Context: an optimization exercise on an open-source flow, tuned for a short achievable clock period and few clock cycles. The choices shown serve that exercise and are no tape-out recipe.
Function was checked by simulation only, so behaviour that the tests miss may differ from the original.
Power is estimated from default activity; no workload was simulated.

==> flow/design.v <==
module core_top (
    input  logic        clock,
    input  logic        reset_ALUop_2_3,
    output logic [15:0] pc_addr,
    input  logic [15:0] inst,
    output logic [15:0] mem_addr,
    output logic [15:0] mem_write_data,
    output logic        mem_write,
    input  logic [15:0] mem_read_data
);
    logic [15:0] pc;
    logic [15:0] regs [1:7];    
    logic [1:0]  cls;
    logic [2:0]  ra, rb;
    logic [3:0]  funct;
    logic        is_ld, is_st, is_li, is_rop;
    logic        f_add, f_sub, f_and, f_or, f_xor, f_sll, f_srl, f_ok;
    logic        f_wr, f_ld;
    assign cls   = inst[15:14];
    assign ra    = inst[13:11];
    assign rb    = inst[10:8];
    assign funct = inst[7:4];
    assign is_ld  = (cls == 2'b00);
    assign is_st  = (cls == 2'b01);
    assign is_li  = (cls == 2'b10);
    assign is_rop = (cls == 2'b11);
    assign f_add = (funct == 4'd0);
    assign f_sub = (funct == 4'd1);
    assign f_and = (funct == 4'd2);
    assign f_or  = (funct == 4'd3);
    assign f_xor = (funct == 4'd4);
    assign f_sll = (funct == 4'd8);
    assign f_srl = (funct == 4'd9);
    assign f_ok  = f_add | f_sub | f_and | f_or | f_xor | f_sll | f_srl;
    assign f_wr = (is_li || (is_rop && f_ok)) && (rb != 3'd0);
    assign f_ld = is_ld && (ra != 3'd0);
    logic        d_wr, d_ld, d_st;
    logic [2:0]  d_dest;
    logic [15:0] d_imm;
    logic [3:0]  d_shamt;
    logic        d_li, d_rop, d_sub, d_add, d_and, d_or, d_xor, d_sll, d_srl;
    logic        d_fe_a, d_fe_b;    
    logic        d_fl_a, d_fl_b;    
    logic        d_fmr_s, d_fml_s, d_fmr_b, d_fml_b, d_fmr_x, d_fml_x;
    logic        d_fw_s, d_fw_b, d_fw_x;
    logic [15:0] w_val;
    logic        d_kb, d_kx, d_kxn;
    logic        e_wr, e_ld, e_st;
    logic [2:0]  e_dest;
    logic [15:0] e_b;           
    logic [15:0] e_x;           
    logic [15:0] e_s;           
    logic        e_fs;          
    logic        e_byp_b;       
    logic        e_byp_x;       
    logic        e_byp_s;       
    logic        e_sl_m, e_sl_b, e_sl_x, e_sl_2;  
    logic        e_inv;         
    logic        e_inv_r;       
    logic        e_ci;          
    logic [15:0] e_xn;          
    logic        e_and_m, e_and_b, e_and_x, e_or_m, e_or_b, e_or_x;
    logic        e_xor_m, e_xor_b, e_xor_x, e_andor_2, e_dbl_2;
    logic        e_act_l, e_act_s, e_act_2;
    logic [15:0] e_oh_sll_r, e_oh_sll_d, e_oh_srl_r, e_oh_srl_d;
    logic        m_wr, m_ld;
    logic [2:0]  m_dest;
    logic [15:0] m_res;
    logic f_fm_a, f_fm_b;
    assign f_fm_a = (e_wr || e_ld) && (e_dest == ra) && !((d_wr || d_ld) && (d_dest == ra));
    assign f_fm_b = (e_wr || e_ld) && (e_dest == rb) && !((d_wr || d_ld) && (d_dest == rb));
    logic f_fw_a, f_fw_b;
    assign f_fw_a = (m_wr || m_ld) && (m_dest == ra) && !((e_wr || e_ld) && (e_dest == ra)) &&
                    !((d_wr || d_ld) && (d_dest == ra));
    assign f_fw_b = (m_wr || m_ld) && (m_dest == rb) && !((e_wr || e_ld) && (e_dest == rb)) &&
                    !((d_wr || d_ld) && (d_dest == rb));
    always_ff @(posedge clock or posedge reset_ALUop_2_3) begin
        if (reset_ALUop_2_3) begin
            pc     <= 16'd0;
            d_wr   <= 1'b0;
            d_ld   <= 1'b0;
            d_st   <= 1'b0;
            d_fe_a <= 1'b0;
            d_fe_b <= 1'b0;
            d_fl_a <= 1'b0;
            d_fl_b <= 1'b0;
            d_fmr_s <= 1'b0;
            d_fml_s <= 1'b0;
            d_fmr_b <= 1'b0;
            d_fml_b <= 1'b0;
            d_fmr_x <= 1'b0;
            d_fml_x <= 1'b0;
            d_fw_s  <= 1'b0;
            d_fw_b  <= 1'b0;
            d_fw_x  <= 1'b0;
        end else begin
            pc     <= pc + 16'd1;
            d_wr   <= f_wr;
            d_ld   <= f_ld;
            d_st   <= is_st;
            d_fe_a <= d_wr && (d_dest == ra);
            d_fe_b <= d_wr && (d_dest == rb);
            d_fl_a <= d_ld && (d_dest == ra);
            d_fl_b <= d_ld && (d_dest == rb);
            d_fmr_s <= f_fm_a && e_wr;
            d_fml_s <= f_fm_a && e_ld;
            d_fmr_b <= f_fm_b && e_wr && !is_li;
            d_fml_b <= f_fm_b && e_ld && !is_li;
            d_fmr_x <= f_fm_a && e_wr && is_rop;
            d_fml_x <= f_fm_a && e_ld && is_rop;
            d_fw_s  <= f_fw_a;
            d_fw_b  <= f_fw_b && !is_li;
            d_fw_x  <= f_fw_a && is_rop;
        end
    end
    always_ff @(posedge clock) begin
        d_dest  <= is_ld ? ra : rb;
        d_imm   <= {{8{inst[7]}}, inst[7:0]};
        d_shamt <= inst[3:0];
        d_li    <= is_li;
        d_rop   <= is_rop;
        d_sub   <= is_rop && f_sub;
        d_kb    <= d_sub ^ (is_rop && f_sub);
        d_kx    <= d_sub && is_rop;
        d_kxn   <= (d_sub ^ (is_rop && f_sub)) && is_rop;
        d_add   <= !is_rop || f_add || f_sub;
        d_and   <= is_rop && f_and;
        d_or    <= is_rop && f_or;
        d_xor   <= is_rop && f_xor;
        d_sll   <= is_rop && f_sll;
        d_srl   <= is_rop && f_srl;
    end
    logic [15:0] m_val;         
    logic [15:0] imm, f_rf_a, f_rf_b;
    logic [15:0] d_rf_a;        
    logic [15:0] d_rfb_x;       
    logic [15:0] d_rfa_x;       
    logic [15:0] d_rfa_xn;      
    assign m_val = m_ld ? mem_read_data : m_res;
    assign imm   = {{8{inst[7]}}, inst[7:0]};
    assign f_rf_a = (ra == 3'd0) ? 16'd0 : regs[ra];
    assign f_rf_b = (rb == 3'd0) ? 16'd0 : regs[rb];
    always_ff @(posedge clock) begin
        d_rf_a   <= (f_fm_a || f_fw_a) ? 16'd0 : f_rf_a;
        d_rfb_x  <= (is_li || f_fm_b || f_fw_b) ? 16'd0 : (f_rf_b ^ {16{is_rop && f_sub}});
        d_rfa_x  <= is_rop ? ((f_fm_a || f_fw_a) ? 16'd0 : f_rf_a) : imm;
        d_rfa_xn <= is_rop ? ((f_fm_a || f_fw_a) ? 16'd0 : (f_rf_a ^ {16{f_sub}})) : imm;
        w_val    <= m_val;
    end
    logic [15:0] alt_a;         
    assign alt_a = ({16{d_fmr_s}} & m_res) | ({16{d_fml_s}} & mem_read_data) |
                   ({16{d_fw_s}} & w_val) | d_rf_a;
    logic e_byp_b_d, e_byp_x_d;
    assign e_byp_b_d = d_fl_b && !d_li;
    assign e_byp_x_d = d_fl_a && d_rop;
    always_ff @(posedge clock or posedge reset_ALUop_2_3) begin
        if (reset_ALUop_2_3) begin
            e_wr    <= 1'b0;
            e_ld    <= 1'b0;
            e_st    <= 1'b0;
            e_byp_b <= 1'b0;
            e_byp_x <= 1'b0;
            e_byp_s <= 1'b0;
            e_fs    <= 1'b0;
            e_sl_m  <= 1'b0;
            e_sl_b  <= 1'b0;
            e_sl_x  <= 1'b0;
            e_sl_2  <= 1'b0;
        end else begin
            e_wr    <= d_wr;
            e_ld    <= d_ld;
            e_st    <= d_st;
            e_byp_b <= e_byp_b_d;
            e_byp_x <= e_byp_x_d;
            e_byp_s <= d_fl_a && d_st;
            e_fs    <= d_fe_a && d_st;
            e_sl_m  <= d_add && !e_byp_b_d && !e_byp_x_d;
            e_sl_b  <= d_add &&  e_byp_b_d && !e_byp_x_d;
            e_sl_x  <= d_add && !e_byp_b_d &&  e_byp_x_d;
            e_sl_2  <= d_add &&  e_byp_b_d &&  e_byp_x_d;
        end
    end
    always_ff @(posedge clock) begin
        e_dest  <= d_dest;
        e_inv   <= d_sub;
        e_inv_r <= d_sub && d_wr;
        e_ci    <= d_sub && e_byp_b_d;
        e_and_m   <= d_and && !e_byp_b_d && !e_byp_x_d;
        e_and_b   <= d_and &&  e_byp_b_d && !e_byp_x_d;
        e_and_x   <= d_and && !e_byp_b_d &&  e_byp_x_d;
        e_or_m    <= d_or  && !e_byp_b_d && !e_byp_x_d;
        e_or_b    <= d_or  &&  e_byp_b_d && !e_byp_x_d;
        e_or_x    <= d_or  && !e_byp_b_d &&  e_byp_x_d;
        e_xor_m   <= d_xor && !e_byp_b_d && !e_byp_x_d;
        e_xor_b   <= d_xor &&  e_byp_b_d && !e_byp_x_d;
        e_xor_x   <= d_xor && !e_byp_b_d &&  e_byp_x_d;
        e_andor_2 <= (d_and || d_or) && e_byp_b_d && e_byp_x_d;
        e_dbl_2   <= d_add && !d_sub && e_byp_b_d && e_byp_x_d;
        e_act_l   <= (d_and || d_or || d_xor) && (e_byp_b_d != e_byp_x_d);
        e_act_s   <= (d_sll || d_srl) && e_byp_b_d;
        e_act_2   <= ((d_add || d_and || d_or || d_xor) && e_byp_b_d && e_byp_x_d) ||
                     ((d_sll || d_srl) && !e_byp_b_d);
        for (int k = 0; k < 16; k++) begin
            e_oh_sll_r[k] <= d_sll && !e_byp_b_d && (d_shamt == 4'(k));
            e_oh_sll_d[k] <= d_sll &&  e_byp_b_d && (d_shamt == 4'(k));
            e_oh_srl_r[k] <= d_srl && !e_byp_b_d && (d_shamt == 4'(k));
            e_oh_srl_d[k] <= d_srl &&  e_byp_b_d && (d_shamt == 4'(k));
        end
    end
    logic [15:0] mrd;
    logic [15:0] p_m, p_b, p_x;
    assign mrd   = mem_read_data;
    logic [15:0] pn_m, gn_m, pn_b, gn_b, pn_x, gn_x, pn_l, gn_l;
    logic [15:0] cn_m, cn_b, cn_x;
    logic xn0_and, xn0_or;    
    assign xn0_and = e_xn[0] & e_ci;
    assign xn0_or  = e_xn[0] | e_ci;
    for (genvar i = 0; i < 16; i++) begin : gen_pg
        g_xnor2 u_pm (.a(e_b[i]), .b(e_x[i]), .y(pn_m[i]));
        g_xnor2 u_pl (.a(e_b[i]), .b(e_x[i]), .y(pn_l[i]));
        g_nand2 u_gl (.a(e_b[i]), .b(e_x[i]), .y(gn_l[i]));
        g_nand2 u_gm (.a(e_b[i]), .b(e_x[i]), .y(gn_m[i]));
        g_xnor2 u_pb (.a(mrd[i]), .b(e_xn[i]), .y(pn_b[i]));
        if (i == 0) begin : ci
            g_mux2i u_gb (.s(mrd[0]), .a0(xn0_and), .a1(xn0_or), .y(gn_b[0]));
        end else begin : nc
            g_nand2 u_gb (.a(mrd[i]), .b(e_xn[i]), .y(gn_b[i]));
        end
        g_xnor2 u_px (.a(e_b[i]), .b(mrd[i]), .y(pn_x[i]));
        g_nand2 u_gx (.a(e_b[i]), .b(mrd[i]), .y(gn_x[i]));
    end
    ks_lane u_lane_m (.pn(pn_m), .gn(gn_m), .cn(cn_m));
    ks_lane u_lane_b (.pn(pn_b), .gn(gn_b), .cn(cn_b));
    ks_lane u_lane_x (.pn(pn_x), .gn(gn_x), .cn(cn_x));
    assign p_m = ~pn_m;
    assign p_b = ~pn_b;
    assign p_x = ~pn_x;
    function automatic [15:0] shl(input [15:0] v, input [15:0] oh);
        logic [15:0] q;
        q = 16'd0;
        for (int k = 0; k < 16; k++) q = q | ({16{oh[k]}} & (v << k));
        shl = q;
    endfunction
    function automatic [15:0] shr(input [15:0] v, input [15:0] oh);
        logic [15:0] q;
        q = 16'd0;
        for (int k = 0; k < 16; k++) q = q | ({16{oh[k]}} & (v >> k));
        shr = q;
    endfunction
    logic [15:0] rest_l, rest_s, rest_2;
    assign rest_l = ({16{e_and_b}} & ~gn_b) | ({16{e_and_x}} & ~gn_x) |
                    ({16{e_or_b}} & ~(pn_b & gn_b)) | ({16{e_or_x}} & ~(pn_x & gn_x)) |
                    ({16{e_xor_b}} & ~pn_b) | ({16{e_xor_x}} & ~pn_x);
    assign rest_s = shl(mrd, e_oh_sll_d) | shr(mrd, e_oh_srl_d);
    assign rest_2 = ({16{e_andor_2}} & mrd) | ({16{e_dbl_2}} & {mrd[14:0], 1'b0}) |
                    shl(e_b, e_oh_sll_r) | shr(e_b, e_oh_srl_r);
    function automatic [111:0] hilo(
        input        fwd, input k, input tk, input [15:0] alt,
        input        sm, input sb, input sx,
        input [15:0] pm, input [15:0] pb, input [15:0] px,
        input        fa, input fo, input fx, input [15:0] lpn, input [15:0] lgn,
        input        al, input [15:0] rl,
        input        as, input [15:0] rs, input a2, input [15:0] r2);
        logic [15:0] tm, tb, tx, em, eb, ex;
        tm = pm ^ {16{tk}};
        tb = {pb[15:1] ^ {15{k}}, pb[0] ^ tk};
        tx = px ^ {16{tk}};
        em = ({16{!fwd}} & alt) |
             ({16{fwd & fa & !k}} & ~lgn) | ({16{fwd & fa & k}} & lgn) |
             ({16{fwd & fo & !k}} & ~(lpn & lgn)) | ({16{fwd & fo & k}} & (lpn & lgn)) |
             ({16{fwd & fx & !k}} & ~lpn) | ({16{fwd & fx & k}} & lpn);
        eb = {16{fwd & al}} & (rl ^ {16{k}});
        ex = {16{fwd & as}} & (rs ^ {16{k}});
        hilo = {({16{fwd & sm}} & ~tm) | em, ({16{fwd & sm}} & tm) | em,
                ({16{fwd & sb}} & ~tb) | eb, ({16{fwd & sb}} & tb) | eb,
                ({16{fwd & sx}} & ~tx) | ex, ({16{fwd & sx}} & tx) | ex,
                ~({16{fwd & a2}} & (r2 ^ {16{k}}))};
    endfunction
    logic [111:0] hl_r, hl_b, hl_x, hl_xn;
    logic [15:0]  res, nb, nx, nxn;
    assign hl_r = hilo(1'b1, 1'b0, e_inv_r, 16'd0, e_sl_m, e_sl_b, e_sl_x, p_m, p_b, p_x,
                       e_and_m, e_or_m, e_xor_m, pn_l, gn_l,
                       e_act_l, rest_l, e_act_s, rest_s, e_act_2, rest_2);
    assign hl_b = hilo(d_fe_b && !d_li, d_sub, d_kb,
                       ({16{d_fmr_b}} & (m_res ^ {16{d_sub}})) |
                       ({16{d_fml_b}} & (mem_read_data ^ {16{d_sub}})) |
                       ({16{d_fw_b}} & (w_val ^ {16{d_sub}})) | d_rfb_x,
                       e_sl_m, e_sl_b, e_sl_x, p_m, p_b, p_x,
                       e_and_m, e_or_m, e_xor_m, pn_l, gn_l,
                       e_act_l, rest_l, e_act_s, rest_s, e_act_2, rest_2);
    assign hl_x = hilo(d_fe_a && d_rop, 1'b0, d_kx,
                       ({16{d_fmr_x}} & m_res) | ({16{d_fml_x}} & mem_read_data) |
                       ({16{d_fw_x}} & w_val) | d_rfa_x,
                       e_sl_m, e_sl_b, e_sl_x, p_m, p_b, p_x,
                       e_and_m, e_or_m, e_xor_m, pn_l, gn_l,
                       e_act_l, rest_l, e_act_s, rest_s, e_act_2, rest_2);
    assign hl_xn = hilo(d_fe_a && d_rop, d_sub, d_kxn,
                        ({16{d_fmr_x}} & (m_res ^ {16{d_sub}})) |
                        ({16{d_fml_x}} & (mem_read_data ^ {16{d_sub}})) |
                        ({16{d_fw_x}} & (w_val ^ {16{d_sub}})) | d_rfa_xn,
                        e_sl_m, e_sl_b, e_sl_x, p_m, p_b, p_x,
                       e_and_m, e_or_m, e_xor_m, pn_l, gn_l,
                       e_act_l, rest_l, e_act_s, rest_s, e_act_2, rest_2);
    cmux16 u_res (.cn_m(cn_m), .cn_b(cn_b), .cn_x(cn_x), .hl(hl_r), .q(res));
    cmux16 u_nb  (.cn_m(cn_m), .cn_b(cn_b), .cn_x(cn_x), .hl(hl_b), .q(nb));
    cmux16 u_nx  (.cn_m(cn_m), .cn_b(cn_b), .cn_x(cn_x), .hl(hl_x), .q(nx));
    cmux16 u_nxn (.cn_m(cn_m), .cn_b(cn_b), .cn_x(cn_x), .hl(hl_xn), .q(nxn));
    always_ff @(posedge clock) begin
        e_b <= nb;
        e_x <= nx;
        e_xn <= nxn;
        e_s <= alt_a;
    end
    always_ff @(posedge clock or posedge reset_ALUop_2_3) begin
        if (reset_ALUop_2_3) begin
            mem_write <= 1'b0;
            m_wr      <= 1'b0;
            m_ld      <= 1'b0;
        end else begin
            mem_write <= e_st;
            m_wr      <= e_wr;
            m_ld      <= e_ld;
        end
    end
    always_ff @(posedge clock) begin
        m_dest         <= e_dest;
        m_res          <= res;
        mem_addr       <= res;
        mem_write_data <= e_fs ? m_res : (e_byp_s ? mrd : e_s);
    end
    always_ff @(posedge clock or posedge reset_ALUop_2_3) begin
        if (reset_ALUop_2_3) begin
            for (int i = 1; i < 8; i++) regs[i] <= 16'd0;
        end else begin
            for (int i = 1; i < 8; i++) begin
                if ((m_wr || m_ld) && (m_dest == 3'(i)))
                    regs[i] <= m_val;
            end
        end
    end
    assign pc_addr = pc;
endmodule
module g_inv (input logic a, output logic y);
    assign y = ~a;
endmodule
module g_nand2 (input logic a, input logic b, output logic y);
    assign y = ~(a & b);
endmodule
module g_nor2 (input logic a, input logic b, output logic y);
    assign y = ~(a | b);
endmodule
module g_xnor2 (input logic a, input logic b, output logic y);
    assign y = ~(a ^ b);
endmodule
module g_nand4 (input logic a, input logic b, input logic c, input logic d, output logic y);
    assign y = ~(a & b & c & d);
endmodule
module g_aoi21 (input logic a1, input logic a2, input logic b1, output logic y);
    assign y = ~((a1 & a2) | b1);
endmodule
module g_oai21 (input logic a1, input logic a2, input logic b1, output logic y);
    assign y = ~((a1 | a2) & b1);
endmodule
module g_mux2i (input logic s, input logic a0, input logic a1, output logic y);
    assign y = ~(s ? a1 : a0);
endmodule
module ks_lane (
    input  logic [15:0] pn,
    input  logic [15:0] gn,
    output logic [15:0] cn
);
    logic [15:0] g1, p1, g2n, p2n, g3, p3, g4n;
    g_inv u_g1_0 (.a(gn[0]), .y(g1[0]));
    for (genvar i = 1; i < 16; i++) begin : l1
        g_oai21 u_g (.a1(pn[i]), .a2(gn[i-1]), .b1(gn[i]), .y(g1[i]));
        if (i >= 2) begin : p
            g_nor2 u_p (.a(pn[i]), .b(pn[i-1]), .y(p1[i]));
        end
    end
    for (genvar i = 0; i < 16; i++) begin : l2
        if (i < 2) begin : pass
            g_inv u_g (.a(g1[i]), .y(g2n[i]));
        end else begin : node
            g_aoi21 u_g (.a1(p1[i]), .a2(g1[i-2]), .b1(g1[i]), .y(g2n[i]));
            if (i >= 4) begin : p
                g_nand2 u_p (.a(p1[i]), .b(p1[i-2]), .y(p2n[i]));
            end
        end
    end
    for (genvar i = 0; i < 16; i++) begin : l3
        if (i < 4) begin : pass
            g_inv u_g (.a(g2n[i]), .y(g3[i]));
        end else begin : node
            g_oai21 u_g (.a1(p2n[i]), .a2(g2n[i-4]), .b1(g2n[i]), .y(g3[i]));
            if (i >= 8) begin : p
                g_nor2 u_p (.a(p2n[i]), .b(p2n[i-4]), .y(p3[i]));
            end
        end
    end
    for (genvar i = 0; i < 15; i++) begin : l4
        if (i < 8) begin : pass
            g_inv u_g (.a(g3[i]), .y(g4n[i]));
        end else begin : node
            g_aoi21 u_g (.a1(p3[i]), .a2(g3[i-8]), .b1(g3[i]), .y(g4n[i]));
        end
    end
    assign cn = {g4n[14:0], 1'b1};
endmodule
module cmux16 (
    input  logic [15:0] cn_m,
    input  logic [15:0] cn_b,
    input  logic [15:0] cn_x,
    input  logic [111:0] hl,
    output logic [15:0] q
);
    logic [15:0] hi_m, lo_m, hi_b, lo_b, hi_x, lo_x, rn;
    logic [15:0] tm, tb, tx;
    assign {hi_m, lo_m, hi_b, lo_b, hi_x, lo_x, rn} = hl;
    for (genvar i = 0; i < 16; i++) begin : bit_
        g_mux2i u_m (.s(cn_m[i]), .a0(hi_m[i]), .a1(lo_m[i]), .y(tm[i]));
        g_mux2i u_b (.s(cn_b[i]), .a0(hi_b[i]), .a1(lo_b[i]), .y(tb[i]));
        g_mux2i u_x (.s(cn_x[i]), .a0(hi_x[i]), .a1(lo_x[i]), .y(tx[i]));
        g_nand4 u_q (.a(tm[i]), .b(tb[i]), .c(tx[i]), .d(rn[i]), .y(q[i]));
    end
endmodule
==> flow/run.sh <==
#!/bin/bash
# synth_recipe.tcl (not shown) runs the flow's synth.tcl, then flattens the netlist and writes it again
# the make line also repeats each setting of config.mk as NAME=value (left out here)
make -C /OpenROAD-flow-scripts/flow DESIGN_CONFIG=/design/flow/config.mk WORK_HOME=/design/flow/orfs CLKGATE_MAP_FILE= SYNTH_SCRIPT=/design/flow/synth_recipe.tcl finish
==> flow/config.mk <==
export PLATFORM = sky130hd
export DESIGN_NAME = core_top
export DESIGN_NICKNAME = core_top
export VERILOG_FILES = /design/flow/design.v
export SDC_FILE = /design/flow/constraint.sdc
export NUM_CORES = 4
export LEC_CHECK = 0
export ABC_CLOCK_PERIOD_IN_PS = 2000
export CAP_MARGIN = 20
export CORE_MARGIN = 2
export CORE_UTILIZATION = 30
export PLACE_DENSITY = 0.5
export SETUP_SLACK_MARGIN = 2.6
export SLEW_MARGIN = 20
export SYNTH_HIERARCHICAL = 1
export SYNTH_MINIMUM_KEEP_SIZE = 0
==> flow/constraint.sdc <==
create_clock -name core_clock -period 4.5 [get_ports {clock}]
set_input_delay 0.9000 -clock core_clock [delete_from_list [all_inputs] [get_ports {clock}]]
set_output_delay 0.9000 -clock core_clock [all_outputs]
set_load 0.01 [all_outputs]
==> summary.txt, run 1 <==
DP HPWL -> 106900 um
max-cap viol count -> 0
DRC errors left -> 0
vias in the first global route -> 34400
Setup Viol. Count Final -> 0
die height -> 336.8 um
Tightest Pin Transition -> 0.9435 ns
DP Worst Slack -> 0.6433 ns
# fillers -> 10980
CP max FO -> 5
initial antenna violation count -> 9
CTS Buffer Depth -> 3
Global Route Usage Sum -> 27.95%
final RePlAce weighted congestion -> 1.005
WP data arrival -> 2.86 ns
Die ar. -> 0.1134 mm^2
Clk Tree Root Cell -> clkbuf_16
die width -> 336.8 um
Setup crit start kind -> input port
H-tree depth -> 2
clk latency of the worst-skew pair -> 0.65 ns
fin worst setup slack -> 2.149 ns
largest net degree at the start of global routing -> 116
Critical Path, Cell by Cell -> buf_16 -> buf_12 -> buf_12 -> buf_8 -> a222oi_1 -> nand3_1 -> a211oi_2 -> buf_6 -> mux2i_1 -> o21ai_1 -> mux2i_1 -> nand4_1
via-per-instance ratio -> 5.998
status -> finished clean
port bufs -> 82
Starting Density -> 30.14%
CTS clock-pin slew for the worst setup and hold paths -> 0.06 ns
number of detailed-route iterations in the first pass -> 12
share of layout cells above drive strength 1 -> 30.25%
max incr delay on CP -> 0.29 ns
initial DRC count -> 5131
cell count after synthesis -> 4272
fin crit share -> 52.25%
Critical Path RT -> 5.01 ns
Worst VDD drop -> 0.3511 mV
Slew headroom -> 37.10%
via count -> 36200
CTS tree -> built
Mean Syn Cell Area -> 7.776 um^2
final slew viol count -> 0
cts bufs inserted -> 53
hold_ws -> 0.3365 ns
Worst Setup End Kind -> register
NumNets Final -> 4537
CP max stage cell -> a222oi_1
Buf/Inv on CP -> 5
final hold vios -> 0
RSZ-0062 raised after global routing -> yes
DR WL/cell -> 27.35 um
total gr overflow -> 0
clk_skew -> 0.03144 ns
global-route wire length before repair -> 237300 um
cell leakage power -> 18.55 nW
I/O pins -> 83
Mapped Area -> 0.03322 mm^2
Row Count -> 122
# clock sinks -> 436
area of the multi-input gates -> 0.02537 mm^2
post-synthesis net count -> 4307
DRT Wirelength -> 165100 um
Area Overhead vs Synth -> 37.65%
Reg area -> 0.009778 mm^2
power density of the placed cells -> 560.6 mW/mm^2
Core ar. -> 0.1102 mm^2
Routed Antenna Nets -> 0
Crit path max-delay family -> buffers and inverters
Yosys warning count -> 24
Crit Path Category -> input port to register
r2r setup slk -> 2.18 ns
Fmax achieved -> 0.4253 GHz
Min-Delay Path Class -> register to register
setup TNS -> 0 ns
post-layout min period -> 2.351 ns
## power breakdown
part	leakage [nW]	total [mW]	switching [mW]	internal (mW)
clock	0.894	4.58	1.93	2.65
combinational	13.5	14.4	8.06	6.34
sequential	4.19	6.65	1.52	5.12
## timing repair
action                      CTS  global route
cloned                       21             6
setup endpoints to repair   231           185
pin swaps                   202           154
buffers inserted            243            91
gates resized for setup    1075           229
hold buffers                  0             0
## metrics by stage
stage	area, um^2	std cells	util [%]	power (mW)
final	45730	6036	41.49	25.64
after global routing	45720	6033	41.48	26.61
after CTS	43720	5936	39.67	24.52
after detailed placement	35690	5574	32.38	16.15
after global placement	35690	5574	32.38	16.10
after floorplan	34220	4272	-	12.86
## registers in the layout, indices dropped and copies added, names as in the netlist, 4 cells and up
signal and count:
e_b 16, e_oh_sll_r 16, pc 16, d_rf_a 16, d_shamt 4, d_rfa_xn 16, e_oh_srl_r 16, d_rfa_x 16
e_oh_srl_d 16, w_val 16, e_xn 16, mem_addr 16, e_oh_sll_d 16, mem_write_data 16, regs 112, e_s 16
e_x 16, d_rfb_x 16
## layout make-up
| cell class | count | area share [%] |
|---|---|---|
| Antenna cell | 3 | 0.01642 |
| Sequential cell | 436 | 21.38 |
| Tap cell | 1488 | 4.072 |
| Timing Repair inverter | 1 | 0.01642 |
| Clock inverter | 27 | 0.7388 |
| Timing Repair Buffer | 565 | 13.92 |
| Multi-Input combinational cell | 3325 | 55.48 |
| Inverter | 120 | 1.103 |
| Clock buffer | 71 | 3.273 |
## cell usage in the layout, fill, tap and decap left out, types with 103 or more instances in the layout
cell type and instances:
dfrtp_1 147, a22oi_1 222, o21ai_1 108, dfxtp_1 182, mux2i_1 249, buf_4 312, xnor2_1 174, o21ai_0 141
buf_6 103, a21oi_1 149, nand2_1 609, nor2_1 272
## worst paths after layout
check | from | endpoint | cells after the start
max | mem_read_data[8] | e_b[9]$_DFF_P_ | 12
min reg2reg | e_st$_DFF_PP0_ | mem_write$_DFF_PP0_ | 0
max in group asynchronous | reset_ALUop_2_3 | regs[2][9]$_DFFE_PP0P_ | 3
max reg2reg | e_act_s$_DFF_P_ | e_b[2]$_DFF_P_ | 8
min | e_st$_DFF_PP0_ | mem_write$_DFF_PP0_ | 0
min in group asynchronous | reset_ALUop_2_3 | pc[2]$_DFF_PP0_ | 2
## metal layers
layer  routed length [um]  up-vias  GRT usage (%)
met5                   43        -              0
met4                 9924        6          14.62
met3                17330      602          6.723
met2                72520     2160          43.50
met1                65250    17500          35.78
li1                     -    15930              -
Testbench counts, summed over its fixed seeds: cycles 19,680.
==> run 2: changes to the inputs <==
--- a/flow/config.mk
+++ b/flow/config.mk
@@ -9,6 +9,6 @@
 export CAP_MARGIN = 20
 export CORE_MARGIN = 2
-export CORE_UTILIZATION = 30
-export PLACE_DENSITY = 0.5
+export CORE_UTILIZATION = 25
+export PLACE_DENSITY = 0.4
 export SETUP_SLACK_MARGIN = 2.6
 export SLEW_MARGIN = 20
==> run 2 against run 1 <==
- still clean on timing, DRC and antenna
- synthesized cell count did not move
- die area rose by 20%
- via count rose by 0.57%
- sequential power barely moved
- clock skew rose by 0.031 ns
- final area rose by 6.0%
- clock-buffer cell count rose by 11
- final cell count rose by 6.1%
- critical path type is now register to output pin
==> summary.txt, run 2 <==
status -> finished clean
Slew headroom -> 30.74% (-6.4 points)
DP HPWL -> 115900 um (+8.4%)
Mean Syn Cell Area -> 7.776 um^2 (unchanged)
CTS Buffer Depth -> 3 (unchanged)
Starting Density -> 25.24% (-4.9 points)
most common cell after layout, fill and taps aside -> nand2_1
Worst VDD drop -> 0.4446 mV (+27%)
max reg flops -> 112 (unchanged)
DRC errors left -> 0 (unchanged)
final hold vios -> 0 (unchanged)
global-route wire length before repair -> 256100 um (+8.0%)
Global Route Usage Sum -> 25.54% (-2.4 points)
most used cell along the critical path -> buf_6
cell leakage power -> 19.37 nW (+4.4%)
die width -> 368.5 um (+9.4%)
H-tree depth -> 2 (unchanged)
# fillers -> 13250 (+21%)
Crit Path Category -> register to output pin
total gr overflow -> 0 (unchanged)
clk_skew -> 0.06231 ns (+0.03087 ns)
final slew viol count -> 0 (unchanged)
Area Overhead vs Synth -> 45.90%
CP max FO -> 2 (-3)
number of detailed-route iterations in the first pass -> 6 (-6)
Clk Tree Root Cell -> clkbuf_16
port bufs -> 82 (unchanged)
I/O pins -> 83 (unchanged)
max-cap viol count -> 0 (unchanged)
Crit path max-delay family -> buffers and inverters
die height -> 368.5 um (+9.4%)
Setup Viol. Count Final -> 0 (unchanged)
cts bufs inserted -> 54 (+1.9%)
# clock sinks -> 436 (unchanged)
DRT Wirelength -> 182200 um (+10%)
via-per-instance ratio -> 5.686 (-5.2%)
cell count after synthesis -> 4272 (unchanged)
fin crit share -> 51.67% (-0.59 points)
DR WL/cell -> 28.46 um (+4.1%)
DP Worst Slack -> 0.7854 ns (+0.1421 ns)
Critical Path RT -> 3.60 ns (-1.41 ns)
post-synthesis net count -> 4307 (unchanged)
final RePlAce weighted congestion -> 0.9536 (-5.1%)
Yosys warning count -> 24 (unchanged)
setup TNS -> 0 ns (unchanged)
Die ar. -> 0.1358 mm^2 (+20%)
max incr delay on CP -> 0.33 ns (+0.04 ns)
NumNets Final -> 4637 (+2.2%)
CTS clock-pin slew for the worst setup and hold paths -> 0.07 ns (about the same)
Routed Antenna Nets -> 0 (unchanged)
most frequent cells in the layout -> nand2_1, buf_4, nor2_1
via count -> 36410 (+0.57%)
CP max stage cell -> dfxtp_2
Tightest Pin Transition -> 1.039 ns (+0.09540 ns)
initial DRC count -> 4408 (-14%)
Fmax achieved -> 0.4301 GHz (+1.1%)
WP data arrival -> 1.43 ns (-1.43 ns)
Critical Path, Cell by Cell -> buf_12 -> buf_6 -> buf_6
power density of the placed cells -> 574.1 mW/mm^2 (+2.4%)
Largest Register -> regs
CTS tree -> built
Setup crit start kind -> register
Mapped Area -> 0.03322 mm^2 (unchanged)
vias in the first global route -> 34720 (+0.93%)
Worst Setup End Kind -> output pin
Row Count -> 133 (+9.0%)
fin worst setup slack -> 2.175 ns (+0.02643 ns)
Buf/Inv on CP -> 3 (-2)
clk latency of the worst-skew pair -> 0.70 ns (+0.05 ns)
post-layout min period -> 2.325 ns (-0.02643 ns)
largest net degree at the start of global routing -> 104 (-10%)
RSZ-0062 raised after global routing -> yes
share of layout cells above drive strength 1 -> 34.50% (+4.2 points)
Core ar. -> 0.1316 mm^2 (+19%)
initial antenna violation count -> 8 (-1)
Min-Delay Path Class -> register to register
run 2: cell count changes in the layout (fill, tap and decap cells not counted), sizes merged, moves of 2 or more:
| cell | change |
|---|---|
| clkbuf | +14 |
| clkinv | -4 |
| inv | -6 |
| buf | +94 |
| bufinv | +2 |
| diode | -2 |
run 2: worst paths after layout:
kind                       depth (start not counted)           startpoint                     end  slack [ns]
setup / recovery                                   3  mem_addr[6]$_DFF_P_             mem_addr[6]        2.17
hold / removal                                     0       e_st$_DFF_PP0_     mem_write$_DFF_PP0_        0.35
setup reg to reg                                  10  mem_addr[6]$_DFF_P_          e_b[6]$_DFF_P_        2.24
hold reg to reg                                    0       e_st$_DFF_PP0_     mem_write$_DFF_PP0_        0.35
max in group asynchronous                          3      reset_ALUop_2_3  regs[7][0]$_DFFE_PP0P_        2.97
min in group asynchronous                          2      reset_ALUop_2_3         pc[1]$_DFF_PP0_        0.62
run 2: final cells by class:
class | count | area, um^2 | area share, %
Sequential cell | 436 | 9754 | 20.13
Clock buffer | 82 | 1642 | 3.387
Antenna cell | 1 | 2.502 | 0.005163
Multi-Input combinational cell | 3329 | 26310 | 54.29
Tap cell | 1755 | 2196 | 4.531
Clock inverter | 19 | 320.3 | 0.6609
Inverter | 120 | 543.0 | 1.120
Timing Repair Buffer | 661 | 7697 | 15.88
run 2: where the power goes:
| part | switching, mW | total (mW) | internal, mW | leakage, nW |
|---|---|---|---|---|
| clock | 1.98 | 4.91 | 2.93 | 0.956 |
| sequential | 1.55 | 6.67 | 5.12 | 4.19 |
| combinational | 8.81 | 16.2 | 7.43 | 14.2 |
| total | 12.3 | 27.8 | 15.5 | 19.4 |
run 2: per-stage QoR:
| step | instances | hold slack (ns) | area (um^2) | util, % | total power, mW |
|---|---|---|---|---|---|
| 2_1_floorplan | 4272 | 0.3312 | 34220 | - | 12.86 |
| 3_3_place_gp | 5849 | 0.3373 | 36140 | 27.46 | 16.42 |
| 3_5_place_dp | 5849 | 0.3381 | 36140 | 27.46 | 16.39 |
| 4_1_cts | 6287 | 0.3516 | 45980 | 34.93 | 26.11 |
| 5_1_grt | 6402 | 0.3563 | 48470 | 36.82 | 28.89 |
| 6_report | 6403 | 0.3492 | 48470 | 36.82 | 27.83 |
run 2: repair_timing:
item                       4_1_cts  5_1_grt
pin swaps                      256      207
hold buffers                     0        0
gates cloned                    26       10
setup endpoints to repair      210      260
setup buffers                  311      105
gates resized for setup       1206      308
run 2: per-layer routing:
| layer | up-vias | share of wire, % | track usage, % |
|---|---|---|---|
| met2 | 1881 | 44 | 39.80 |
| met3 | 488 | 8.5 | 4.493 |
| met5 | - | 0.014 | 0 |
| li1 | 16140 | - | - |
| met4 | 4 | 6.6 | 13.16 |
| met1 | 17900 | 41 | 33.68 |
==> run 3: changes to the inputs <==
--- a/flow/config.mk
+++ b/flow/config.mk
@@ -11,5 +11,5 @@
 export CORE_UTILIZATION = 25
 export PLACE_DENSITY = 0.4
-export SETUP_SLACK_MARGIN = 2.6
+export SETUP_SLACK_MARGIN = 3.0
 export SLEW_MARGIN = 20
 export SYNTH_HIERARCHICAL = 1
==> run 3 against run 2 <==
- total power increased by 1.3%
- hold slack better by 0.0022 ns
- area after synthesis stayed put
- final cell count is 0.80% higher
- setup slack improved by 0.033 ns
- non-clock buffer count grew 38
- critical path depth grew 7
- synthesized cell count did not move
- clock skew fell by 0.021 ns
- sequential power is 1% higher
- clock power up 2%
- register-to-register slack about the same
- critical path type is now input port to register
==> summary.txt, run 3 <==
Clk Tree Root Cell -> clkbuf_16
CTS tree -> built
post-synthesis net count -> 4307 (unchanged)
H-tree depth -> 2 (unchanged)
Tightest Pin Transition -> 0.9199 ns (-0.1191 ns)
cts bufs inserted -> 58 (+7.4%)
Area Overhead vs Synth -> 50.41%
Mapped Area -> 0.03322 mm^2 (unchanged)
Worst VDD drop -> 0.3862 mV (-13%)
I/O pins -> 83 (unchanged)
global-route wire length before repair -> 262700 um (+2.6%)
max reg flops -> 112 (unchanged)
cell count after synthesis -> 4272 (unchanged)
fin util -> 37.96% (+1.1 points)
Fmax achieved -> 0.4363 GHz (+1.4%)
power density of the placed cells -> 564.3 mW/mm^2 (-1.7%)
number of detailed-route iterations in the first pass -> 11 (+5)
Starting Density -> 25.24% (unchanged)
Min-Delay Path Class -> register to register
most common cell after layout, fill and taps aside -> nand2_1
Yosys warning count -> 24 (unchanged)
Buf/Inv on CP -> 3 (unchanged)
Critical Path RT -> 5.03 ns (+1.43 ns)
Crit path max-delay family -> compound AO/OA/AOI/OAI gates
# clock sinks -> 436 (unchanged)
DRC errors left -> 0 (unchanged)
Largest Register -> regs
via-per-instance ratio -> 5.728 (+0.75%)
final hold vios -> 0 (unchanged)
largest net degree at the start of global routing -> 52 (-50%)
CP max stage cell -> a222oi_1
Row Count -> 133 (unchanged)
cell leakage power -> 19.85 nW (+2.5%)
initial antenna violation count -> 5 (-3)
CTS Buffer Depth -> 3 (unchanged)
DP Worst Slack -> 1.001 ns (+0.2160 ns)
setup TNS -> 0 ns (unchanged)
Worst Setup End Kind -> register
die width -> 368.5 um (unchanged)
Core ar. -> 0.1316 mm^2 (unchanged)
DP HPWL -> 117800 um (+1.6%)
port bufs -> 82 (unchanged)
max-cap viol count -> 0 (unchanged)
RSZ-0062 raised after global routing -> yes
fin crit share -> 50.94% (-0.73 points)
post-layout min period -> 2.292 ns (-0.03287 ns)
NumNets Final -> 4683 (+0.99%)
total gr overflow -> 0 (unchanged)
fin worst setup slack -> 2.208 ns (+0.03287 ns)
Setup crit start kind -> input port
Slew headroom -> 38.68% (+7.9 points)
Critical Path, Cell by Cell -> buf_16 -> buf_12 -> a222oi_1 -> nand3_2 -> a211oi_4 -> buf_6 -> mux2i_2 -> o21ai_1 -> mux2i_1 -> nand4_1
final slew viol count -> 0 (unchanged)
Routed Antenna Nets -> 0 (unchanged)
clk_skew -> 0.04097 ns (-0.02134 ns)
share of layout cells above drive strength 1 -> 36.42% (+1.9 points)
Mean Syn Cell Area -> 7.776 um^2 (unchanged)
# fillers -> 13250 (+0.0075%)
clk latency of the worst-skew pair -> 0.69 ns (about the same)
most frequent cells in the layout -> nand2_1, buf_4, nor2_1
initial DRC count -> 4638 (+5.2%)
DR WL/cell -> 29.07 um (+2.1%)
CP max FO -> 9 (+7)
via count -> 36970 (+1.6%)
Die ar. -> 0.1358 mm^2 (unchanged)
Setup Viol. Count Final -> 0 (unchanged)
status -> finished clean
DRT Wirelength -> 187600 um (+3.0%)
CTS clock-pin slew for the worst setup and hold paths -> 0.06 ns (about the same)
Global Route Usage Sum -> 26.14% (+0.60 points)
vias in the first global route -> 35170 (+1.3%)
WP data arrival -> 2.82 ns (+1.39 ns)
max incr delay on CP -> 0.42 ns (+0.09 ns)
hold_ws -> 0.3513 ns (+0.002173 ns)
final RePlAce weighted congestion -> 0.9360 (-1.8%)
Crit Path Category -> input port to register
die height -> 368.5 um (unchanged)
==> run 3: worst register-to-register path: cells and delay by family (launching register included) <==
kind                   cells  cell delay [ns]
AOI/OAI and AO/OA          3             0.72
muxes                      2             0.43
DFF                        1             0.35
and+or+nand+nor            2             0.31
buffers and inverters      2             0.29
==> run 3: routing by layer <==
layer / vias up / share of wire (%) / global-route usage, %
met2: 2014 / 45 / 41.65
li1: 16250 / - / -
met3: 498 / 9.3 / 5.867
met4: 4 / 5.7 / 11.97
met5: - / 0.060 / 0
met1: 18210 / 40 / 33.51
==> run 3: timing repair <==
action / in CTS / in global routing
endpoints found under the hold margin: 0 / 0
buffers inserted: 349 / 104
endpoints found under the setup margin: 511 / 346
gates cloned: 35 / 11
pin swaps: 236 / 168
resized for setup: 1329 / 359
hold buffers: 0 / 0
==> run 3: final cells by class <==
type / count / area [um^2] / share of cell area (%)
clock buffer: 73 / 1598 / 3.198
multi-input combinational: 3331 / 26900 / 53.83
clock inverter: 37 / 419.2 / 0.8389
tap: 1755 / 2196 / 4.395
timing repair buffer: 699 / 8507 / 17.03
timing repair inverter: 2 / 10.01 / 0.02003
antenna: 1 / 2.502 / 0.005008
inverter: 120 / 555.5 / 1.112
sequential: 436 / 9781 / 19.57
==> run 3: power by group <==
part	total, mW	internal (mW)	switching, mW	leakage [nW]
clock network	4.99	2.92	2.07	0.985
logic	16.5	7.51	8.95	14.7
registers	6.75	5.12	1.64	4.19
total	28.2	15.5	12.6	19.8
==> run 3: worst paths after layout <==
path | endpoint | cells after the start | startpoint | slack, ns
max in group asynchronous | regs[7][2]$_DFFE_PP0P_ | 3 | reset_ALUop_2_3 | 3.07
min | mem_write$_DFF_PP0_ | 0 | e_st$_DFF_PP0_ | 0.35
max | e_b[11]$_DFF_P_ | 10 | mem_read_data[10] | 2.21
max reg2reg | e_b[11]$_DFF_P_ | 9 | e_oh_sll_d[1]$_DFF_P_ | 2.24
min in group asynchronous | regs[3][0]$_DFFE_PP0P_ | 2 | reset_ALUop_2_3 | 0.67
min reg2reg | mem_write$_DFF_PP0_ | 0 | e_st$_DFF_PP0_ | 0.35
==> run 3: per-stage QoR <==
| step | total power, mW | instance area [um^2] | instances |
|---|---|---|---|
| 2_1_floorplan | 13.00 | 34690 | 4272 |
| 3_3_place_gp | 16.66 | 36260 | 5844 |
| 3_5_place_dp | 16.65 | 36260 | 5844 |
| 4_1_cts | 26.57 | 47230 | 6338 |
| 5_1_grt | 29.27 | 49960 | 6453 |
| 6_report | 28.20 | 49970 | 6454 |
==> run 4: changes to the inputs <==
--- a/flow/design.v
+++ b/flow/design.v
@@ -262,12 +262,12 @@
         input        al, input [15:0] rl,
         input        as, input [15:0] rs, input a2, input [15:0] r2);
-        logic [15:0] tm, tb, tx, em, eb, ex;
+        logic [15:0] tm, tb, tx, em, eb, ex, lg;
         tm = pm ^ {16{tk}};
         tb = {pb[15:1] ^ {15{k}}, pb[0] ^ tk};
         tx = px ^ {16{tk}};
-        em = ({16{!fwd}} & alt) |
-             ({16{fwd & fa & !k}} & ~lgn) | ({16{fwd & fa & k}} & lgn) |
+        lg = ({16{fwd & fa & !k}} & ~lgn) | ({16{fwd & fa & k}} & lgn) |
              ({16{fwd & fo & !k}} & ~(lpn & lgn)) | ({16{fwd & fo & k}} & (lpn & lgn)) |
              ({16{fwd & fx & !k}} & ~lpn) | ({16{fwd & fx & k}} & lpn);
+        em = {16{!fwd}} & alt;
         eb = {16{fwd & al}} & (rl ^ {16{k}});
         ex = {16{fwd & as}} & (rs ^ {16{k}});
@@ -275,5 +275,5 @@
                 ({16{fwd & sb}} & ~tb) | eb, ({16{fwd & sb}} & tb) | eb,
                 ({16{fwd & sx}} & ~tx) | ex, ({16{fwd & sx}} & tx) | ex,
-                ~({16{fwd & a2}} & (r2 ^ {16{k}}))};
+                ~(({16{fwd & a2}} & (r2 ^ {16{k}})) | lg)};
     endfunction
     logic [111:0] hl_r, hl_b, hl_x, hl_xn;
--- a/flow/config.mk
+++ b/flow/config.mk
@@ -11,5 +11,5 @@
 export CORE_UTILIZATION = 25
 export PLACE_DENSITY = 0.4
-export SETUP_SLACK_MARGIN = 3.0
+export SETUP_SLACK_MARGIN = 2.6
 export SLEW_MARGIN = 20
 export SYNTH_HIERARCHICAL = 1
==> run 4 against run 3 <==
- non-clock buffer count is 179 lower
- area after synthesis is 0.37% lower
- core utilization is 2.8 points lower
- global-route usage is 1.1 points lower
- sequential cell count stayed put
- critical path depth stayed put
- maximum frequency is 1.6% lower
- clock-buffer cell count is 9 higher
- synthesized cell count is 1.2% higher
- sequential share of layout area is 1.5 points higher
==> summary.txt, run 4 <==
status -> finished clean
DR WL/cell -> 28.24 um (-2.9%)
clk_skew -> 0.06490 ns (+0.02393 ns)
initial antenna violation count -> 8 (+3)
NumNets Final -> 4555 (-2.7%)
Largest Register -> regs
RSZ-0062 raised after global routing -> yes
via-per-instance ratio -> 5.630 (-1.7%)
initial DRC count -> 4060 (-12%)
Min-Delay Path Class -> register to register
fin crit share -> 51.77% (+0.83 points)
Clk Tree Root Cell -> clkbuf_16
die width -> 367.8 um (-0.18%)
post-layout min period -> 2.330 ns (+0.03736 ns)
max reg flops -> 112 (unchanged)
Core ar. -> 0.1315 mm^2 (-0.13%)
clk latency of the worst-skew pair -> 0.68 ns (about the same)
DRC errors left -> 0 (unchanged)
cell leakage power -> 18.35 nW (-7.5%)
total gr overflow -> 0 (unchanged)
Mapped Area -> 0.03310 mm^2 (-0.37%)
CP startpoint -> mem_read_data[8]
CTS clock-pin slew for the worst setup and hold paths -> 0.06 ns (about the same)
Tightest Pin Transition -> 0.9542 ns (+0.03436 ns)
Routed Antenna Nets -> 0 (unchanged)
Slew headroom -> 34.57% (-4.1 points)
final hold vios -> 0 (unchanged)
CTS Buffer Depth -> 3 (unchanged)
cts bufs inserted -> 55 (-5.2%)
Setup Viol. Count Final -> 0 (unchanged)
I/O pins -> 83 (unchanged)
Worst VDD drop -> 0.3303 mV (-14%)
Critical Path, Cell by Cell -> buf_16 -> buf_8 -> a22oi_1 -> nand4_1 -> a211oi_4 -> buf_12 -> mux2i_1 -> o21ai_1 -> mux2i_2 -> nand4_1
most used cell along the critical path -> nand4_1
Setup crit start kind -> input port
max incr delay on CP -> 0.36 ns (-0.06 ns)
Die ar. -> 0.1353 mm^2 (-0.37%)
cell count after synthesis -> 4323 (+1.2%)
power density of the placed cells -> 558.0 mW/mm^2 (-1.1%)
DRT Wirelength -> 178500 um (-4.9%)
final RePlAce weighted congestion -> 0.9451 (+0.97%)
WP data arrival -> 2.82 ns (about the same)
number of detailed-route iterations in the first pass -> 7 (-4)
via count -> 35580 (-3.8%)
final slew viol count -> 0 (unchanged)
fin worst setup slack -> 2.170 ns (-0.03736 ns)
Critical Path RT -> 4.99 ns (-0.04 ns)
most frequent cells in the layout -> nand2_1, buf_4, nor2_1
Row Count -> 133 (unchanged)
setup TNS -> 0 ns (unchanged)
DP Worst Slack -> 0.9048 ns (-0.09657 ns)
Fmax achieved -> 0.4293 GHz (-1.6%)
share of layout cells above drive strength 1 -> 29.87% (-6.5 points)
Global Route Usage Sum -> 25.02% (-1.1 points)
post-synthesis net count -> 4358 (+1.2%)
Crit Path Category -> input port to register
CP max FO -> 11 (+2)
CP max stage cell -> mux2i_2
# fillers -> 13590 (+2.6%)
Yosys warning count -> 24 (unchanged)
Area Overhead vs Synth -> 39.62%
CTS tree -> built
max-cap viol count -> 0 (unchanged)
most common cell after layout, fill and taps aside -> nand2_1
critical hold path startpoint -> e_st$_DFF_PP0_
Worst Setup End Kind -> register
worst r2r src -> e_oh_sll_d[1]$_DFF_P_
# clock sinks -> 436 (unchanged)
global-route wire length before repair -> 251100 um (-4.4%)
DP HPWL -> 117400 um (-0.29%)
largest net degree at the start of global routing -> 54 (+3.8%)
vias in the first global route -> 33750 (-4.0%)
die height -> 367.8 um (-0.18%)
Starting Density -> 25.17% (-0.062 points)
H-tree depth -> 2 (unchanged)
Mean Syn Cell Area -> 7.656 um^2 (-1.5%)
port bufs -> 82 (unchanged)
-- run 4: final timing paths --
kind                                            to  slack (ns)  cells past startpoint
hold / removal                 mem_write$_DFF_PP0_        0.35                      0
setup reg to reg                   e_b[10]$_DFF_P_        2.18                      8
setup / recovery                   e_b[10]$_DFF_P_        2.17                     10
min in group asynchronous          pc[4]$_DFF_PP0_        0.55                      2
hold reg to reg                mem_write$_DFF_PP0_        0.35                      0
max in group asynchronous  regs[2][11]$_DFFE_PP0P_        3.12                      4
-- run 4: worst max-delay path: cells and delay by family --
family | cells | cell delay, ns
compound gates | 3 | 0.57
buf+inv | 3 | 0.46
mux | 2 | 0.58
simple gates | 2 | 0.30
-- run 4: report_power, final --
| group | internal (mW) | switching (mW) | leakage [nW] | total, mW |
|---|---|---|---|---|
| Clock | 2.56 | 1.94 | 0.874 | 4.50 |
| Combinational | 6.67 | 8.14 | 13.3 | 14.8 |
| Sequential | 5.06 | 1.42 | 4.20 | 6.48 |
-- run 4: final cells by class --
class	count	area [um^2]	area share, %
tap	1755	2196	4.752
multi-input combinational	3366	25520	55.23
timing repair buffer	520	6350	13.74
clock buffer	82	1628	3.523
sequential	436	9751	21.10
timing repair inverter	1	7.507	0.01625
clock inverter	18	177.7	0.3845
inverter	140	574.3	1.243
antenna	2	5.005	0.01083
-- run 4: what timing repair did --
action | in CTS | in global routing
resized for setup | 1039 | 218
hold buffers | 0 | 0
gates cloned | 32 | 6
pin swaps | 171 | 99
setup endpoints to repair | 238 | 245
buffers inserted | 224 | 64
-- run 4: metal layers --
layer | track usage [%] | vias to the layer above | share of wire, % | wire [um]
li1 | - | 16000 | - | -
met1 | 33.11 | 17390 | 42 | 74340
met4 | 10.68 | 6 | 5.4 | 9552
met2 | 39.47 | 1731 | 44 | 79020
met3 | 4.923 | 451 | 8.7 | 15500
met5 | 0 | - | 0.021 | 38
-- run 4: metrics by stage --
stage / std cells / hold WS, ns / total power, mW / instance area (um^2) / util (%)
2_1_floorplan: 4323 / 0.3312 / 12.79 / 34330 / -
3_3_place_gp: 5891 / 0.3357 / 16.11 / 36080 / 27.44
3_5_place_dp: 5891 / 0.3371 / 16.12 / 36080 / 27.44
4_1_cts: 6247 / 0.3509 / 24.72 / 44490 / 33.84
5_1_grt: 6318 / 0.3643 / 26.88 / 46200 / 35.15
6_report: 6320 / 0.3474 / 25.79 / 46210 / 35.15
Testbench counts of run 4, summed over its fixed seeds: cycles 19,680.

## separate check: timing with driven ports
The flow's constraints put no driver on any port. The routed layouts listed below were extracted and timed again, unchanged, in two steps.
Step 1 assumes that a clkbuf_16 drives the clock port and a buf_2 every other input.
Step 2 also shifts input and output timing later by t, the mid clock arrival at the registers, as if the neighbouring blocks saw the same clock.
Slacks: ideal / step 1 / step 2; pairs: ideal / step 1.
| run | shift t [ns] | slack for setup (ns) | worst data-port slew with drivers (ns) | pins driven straight from the clock port |
|---|---|---|---|---|
| run 1 | 0.706 | 2.149 / 2.040 / 1.333 | 0.32 | 1 |
| run 2 | 0.746 | 2.175 / 2.099 / 1.438 | 0.35 | 1 |
| run 3 | 0.742 | 2.208 / 2.074 / 1.332 | 0.35 | 1 |
| run 4 | 0.717 | 2.170 / 2.021 / 1.304 | 0.37 | 1 |
After both steps setup and hold are still met in every run listed. The setup slack of run 3, which loses most, moves by -0.134 ns with the drivers and by -0.876 ns with both steps.
